This is an optimization exercise on Yosys and OpenROAD, whose aim is small area and a short achievable clock period, not a production implementation.
The RTL was checked by simulation tests, not by an equivalence proof against the original design.

## build 80
==> flow/design.v <==
package caster_pkg;
    localparam int MEM_WORD_BYTES = 8;
    localparam int MEM_BL_W       = 6;
    typedef enum logic [1:0] {
        IDLE = 2'd0,
        DATA = 2'd1,
        CMD  = 2'd2
    } wb_state_t;
endpackage
module wb_fifo #(
    parameter int STAGES = 16,
    parameter int WIDTH  = 64
) (
    input  logic             clk,
    input  logic             rst_n,
    input  logic             i_push,
    input  logic [WIDTH-1:0] i_wdata,
    input  logic             i_pop,
    output logic [WIDTH-1:0] o_head
);
    logic [STAGES-1:0] r_vld;
    logic [WIDTH-1:0]  r_dat [STAGES];
    logic [STAGES:0]   w_hole;       
    assign w_hole[STAGES] = 1'b0;
    for (genvar i = 0; i < STAGES; i++) begin : g_hole
        assign w_hole[i] = ~r_vld[i] | w_hole[i+1];
    end
    for (genvar i = 0; i < STAGES; i++) begin : g_stage
        always_ff @(posedge clk) begin
            if (w_hole[i]) begin
                if (i == 0) r_dat[i] <= i_wdata;
                else        r_dat[i] <= r_dat[(i == 0) ? 0 : i-1];
            end
        end
        always_ff @(posedge clk or negedge rst_n) begin
            if (!rst_n) begin
                r_vld[i] <= 1'b0;
            end else if (i == 0) begin
                r_vld[i] <= i_push | (r_vld[i] & ~w_hole[i+1]);
            end else if (i == STAGES-1) begin
                r_vld[i] <= (r_vld[(i == 0) ? 0 : i-1] & w_hole[i]) | (r_vld[i] & ~i_pop);
            end else begin
                r_vld[i] <= (r_vld[(i == 0) ? 0 : i-1] & w_hole[i]) | (r_vld[i] & ~w_hole[i+1]);
            end
        end
    end
    assign o_head = r_dat[STAGES-1];
endmodule
module vram_writeback #(
    parameter int                ADDR_W     = 30,
    parameter logic [ADDR_W-1:0] BASE_ADDR  = '0,
    parameter int                FIFO_DEPTH = 64,
    parameter int                BURST_LEN  = 16,
    parameter int                FLUSH_IDLE = 16
) (
    input  logic                          clk,
    input  logic                          rst_n,
    input  logic                          b_trigger,
    input  logic [63:0]                   bo_pixel,
    input  logic                          bo_valid,
    output logic                          mem_wr_valid,
    input  logic                          mem_wr_ready,
    output logic [63:0]                   mem_wr_data,
    output logic                          mem_cmd_valid,
    input  logic                          mem_cmd_ready,
    output logic [ADDR_W-1:0]             mem_cmd_addr,
    output logic [5:0]                    mem_cmd_bl,
    output logic                          status_ovf,
    output logic [$clog2(FIFO_DEPTH):0]   status_level
);
    localparam int LVL_W  = $clog2(FIFO_DEPTH) + 1;
    localparam int LANES  = 4;
    localparam int IDLE_W = $clog2(FLUSH_IDLE + 1);
    if (FIFO_DEPTH != 64 || BURST_LEN != 16 || FLUSH_IDLE != 16) begin : g_bad_param
        $error("vram_writeback: lane FIFO is built for 64 words, 16-word bursts and a 16-cycle flush");
    end
    logic [1:0]          r_state;
    logic [LVL_W-1:0]    r_level;
    logic [1:0]          r_wr_lane;
    logic [LANES-1:0]    r_rd_oh;       
    logic [63:0]         r_wr_data;     
    logic [3:0]          r_rem;         
    logic [ADDR_W-1:0]   r_wr_addr;
    logic [5:0]          r_cmd_bl;
    logic                r_trig_d;
    logic                r_trig_pend;
    logic                r_ovf;
    logic [IDLE_W-1:0]   r_idle_cnt;
    logic                w_idle;
    logic                w_full;
    logic                w_nonempty;
    logic                w_push;
    logic                w_pop;
    logic                w_start16;
    logic                w_flush;
    logic                w_start;
    logic                w_trig_svc;
    logic                w_last;
    logic [1:0]          w_state_nx;
    logic [LANES-1:0]    w_sel;         
    logic [5:0]          w_start_bl;
    logic [63:0]         w_head [LANES];
    logic [63:0]         w_rdata;
    assign w_idle     = (r_state == 2'd0);
    assign w_full     = r_level[LVL_W-1];
    assign w_nonempty = |r_level;
    assign w_push     = bo_valid & ~w_full;
    assign w_pop      = r_state[0] & mem_wr_ready;
    assign w_start16  = |r_level[LVL_W-1:4];
    assign w_flush    = w_nonempty & (r_idle_cnt == IDLE_W'(FLUSH_IDLE));
    assign w_start    = w_idle & (w_start16 | w_flush);
    assign w_trig_svc = w_idle & r_trig_pend & ~w_nonempty;
    assign w_last     = w_pop & (r_rem == 4'd0);
    assign w_start_bl = w_start16 ? 6'd15 : 6'(r_level - LVL_W'(1));
    for (genvar l = 0; l < LANES; l++) begin : g_lane
        wb_fifo #(
            .STAGES (FIFO_DEPTH / LANES),
            .WIDTH  (64)
        ) u_lane (
            .clk     (clk),
            .rst_n   (rst_n),
            .i_push  (w_push && (r_wr_lane == 2'(l))),
            .i_wdata (bo_pixel),
            .i_pop   (w_pop & r_rd_oh[l]),
            .o_head  (w_head[l])
        );
    end
    always_comb begin
        for (int l = 0; l < LANES; l++) begin
            w_sel[l] = (w_state_nx == 2'd1) &&
                       (w_pop ? r_rd_oh[(l + LANES - 1) % LANES] : r_rd_oh[l]);
        end
        w_rdata = '0;
        for (int l = 0; l < LANES; l++) begin
            w_rdata = w_rdata | (w_head[l] & {64{w_sel[l]}});
        end
    end
    always_comb begin
        w_state_nx = r_state;
        if (w_start) w_state_nx = 2'd1;
        else if (r_state[0] && w_last) w_state_nx = 2'd2;
        else if (r_state[1] && mem_cmd_ready) w_state_nx = 2'd0;
    end
    always_ff @(posedge clk or negedge rst_n) begin
        if (!rst_n) begin
            r_idle_cnt <= '0;
        end else if (bo_valid) begin
            r_idle_cnt <= '0;
        end else if (r_idle_cnt != IDLE_W'(FLUSH_IDLE)) begin
            r_idle_cnt <= r_idle_cnt + IDLE_W'(1);
        end
    end
    always_ff @(posedge clk or negedge rst_n) begin
        if (!rst_n) begin
            r_state     <= 2'd0;
            r_level     <= '0;
            r_wr_lane   <= '0;
            r_rd_oh     <= LANES'(1);
            r_wr_data   <= '0;
            r_rem       <= '0;
            r_wr_addr   <= BASE_ADDR;
            r_cmd_bl    <= '0;
            r_trig_d    <= 1'b0;
            r_trig_pend <= 1'b0;
            r_ovf       <= 1'b0;
        end else begin
            r_state   <= w_state_nx;
            r_level   <= r_level + LVL_W'(w_push) - LVL_W'(w_pop);
            r_wr_lane <= r_wr_lane + 2'(w_push);
            if (w_pop) begin
                r_rd_oh <= {r_rd_oh[LANES-2:0], r_rd_oh[LANES-1]};
            end
            r_wr_data <= w_rdata;
            r_trig_d <= b_trigger;
            if (b_trigger && !r_trig_d) begin
                r_trig_pend <= 1'b1;
            end else if (w_trig_svc) begin
                r_trig_pend <= 1'b0;
            end
            if (bo_valid && w_full) begin
                r_ovf <= 1'b1;
            end
            if (w_trig_svc) begin
                r_wr_addr <= BASE_ADDR;
            end else if (r_state[1] && mem_cmd_ready) begin
                r_wr_addr <= r_wr_addr + (ADDR_W'(r_cmd_bl) + ADDR_W'(1)) * ADDR_W'(caster_pkg::MEM_WORD_BYTES);
            end
            if (w_start) begin
                r_cmd_bl <= w_start_bl;
                r_rem    <= w_start_bl[3:0];
            end else if (w_pop) begin
                r_rem    <= r_rem - 4'd1;
            end
        end
    end
    assign mem_wr_valid  = r_state[0];
    assign mem_wr_data   = r_wr_data;
    assign mem_cmd_valid = r_state[1];
    assign mem_cmd_addr  = r_wr_addr;
    assign mem_cmd_bl    = r_cmd_bl;
    assign status_ovf    = r_ovf;
    assign status_level  = r_level;
endmodule
export LEC_CHECK = 0
export ABC_CLOCK_PERIOD_IN_PS = 2500
export CAP_MARGIN = 20
export CORE_MARGIN = 2
export CORE_UTILIZATION = 70
export CTS_BUF_LIST = sky130_fd_sc_hd__clkbuf_4 sky130_fd_sc_hd__clkbuf_8 sky130_fd_sc_hd__clkbuf_16
export CTS_CLUSTER_DIAMETER = 80
export CTS_CLUSTER_SIZE = 30
export SETUP_SLACK_MARGIN = 3.3
export SLEW_MARGIN = 20
export SYNTH_MEMORY_MAX_BITS = 8192
export TNS_END_PERCENT = 100
create_clock -name core_clock -period 6.0 [get_ports {clk}]
run.sh (not shown) runs the stock make flow with config.mk's settings and CLKGATE_MAP_FILE= SYNTH_SCRIPT=/design/flow/synth_recipe.tcl, a recipe that flattens the netlist after the stock synthesis.
--- input diff build 80..build 3 ---
- a deleted CTS_BUF_LIST that had been sky130_fd_sc_hd__clkbuf_4 sky130_fd_sc_hd__clkbuf_8 sky130_fd_sc_hd__clkbuf_16
- a change of SETUP_SLACK_MARGIN from 3.3 to 3.5
Notes after the runs:
- Wire length on met3 in build 3 is 1.3 mm above build 80.
- Utilization ended up 0.38 points higher on build 3 than on build 80.
- Tightest slew margin relative to the limit: build 3 better than build 80
- met2 track utilization from global routing for build 3 is higher than for build 80.
- In terms of met3 usage, build 3 and build 80 differ only marginally.
- Relative to build 80, number of multi-input logic gates has increased by 1.3% in build 3.
- Build 80 has lower total track usage than build 3.
- Compared with build 80, build 3 ends up with a larger final cell area.
- Post-synthesis cell count: build 80 vs build 3 identical
- Non-filler instance count after layout in build 3 vs build 80: up 0.63%
--- input diff build 3..build 74 ---
- a change of CORE_UTILIZATION from 70 to 85
--- outcome ---
As the logs show, build 74 stopped at detailed placement after a tool error, so it never reached the end of the flow.
Diff build 74..build 3 | synthesized cell count | unchanged
The run showing the greater placer congestion estimate is build 3.
Overall die height (build 74 vs. build 3) decreases by a little under 10%
Chip width sits lower in build 74 than in build 3.

re-timing with driven ports:
The results above use ideal ports. As a check the final layouts listed here were re-extracted and re-timed, cells and wires unchanged. Step 1: set_driving_cell puts a clkbuf_16 on clk and a buf_2 on each other input, an assumption about the parent block. Step 2 moves the port delays by t, midway between the first and last clock arrival at a register: inputs arrive t later, outputs are due t later. That takes back most of the time a late clock gives input paths. a / b / c = ideal ports / drivers / drivers and shift; a / b = the first two.
run	t, ns	setup WS [ns]	worst setup path after step 2
build 80	0.940	3.297 / 3.251 / 2.519	input to register
build 3	0.938	3.350 / 3.259 / 2.592	input to register
After both steps every run listed still meets setup and hold. For build 80, which loses most, drivers alone change the setup slack by -0.046 ns; drivers and shift together by -0.778 ns.
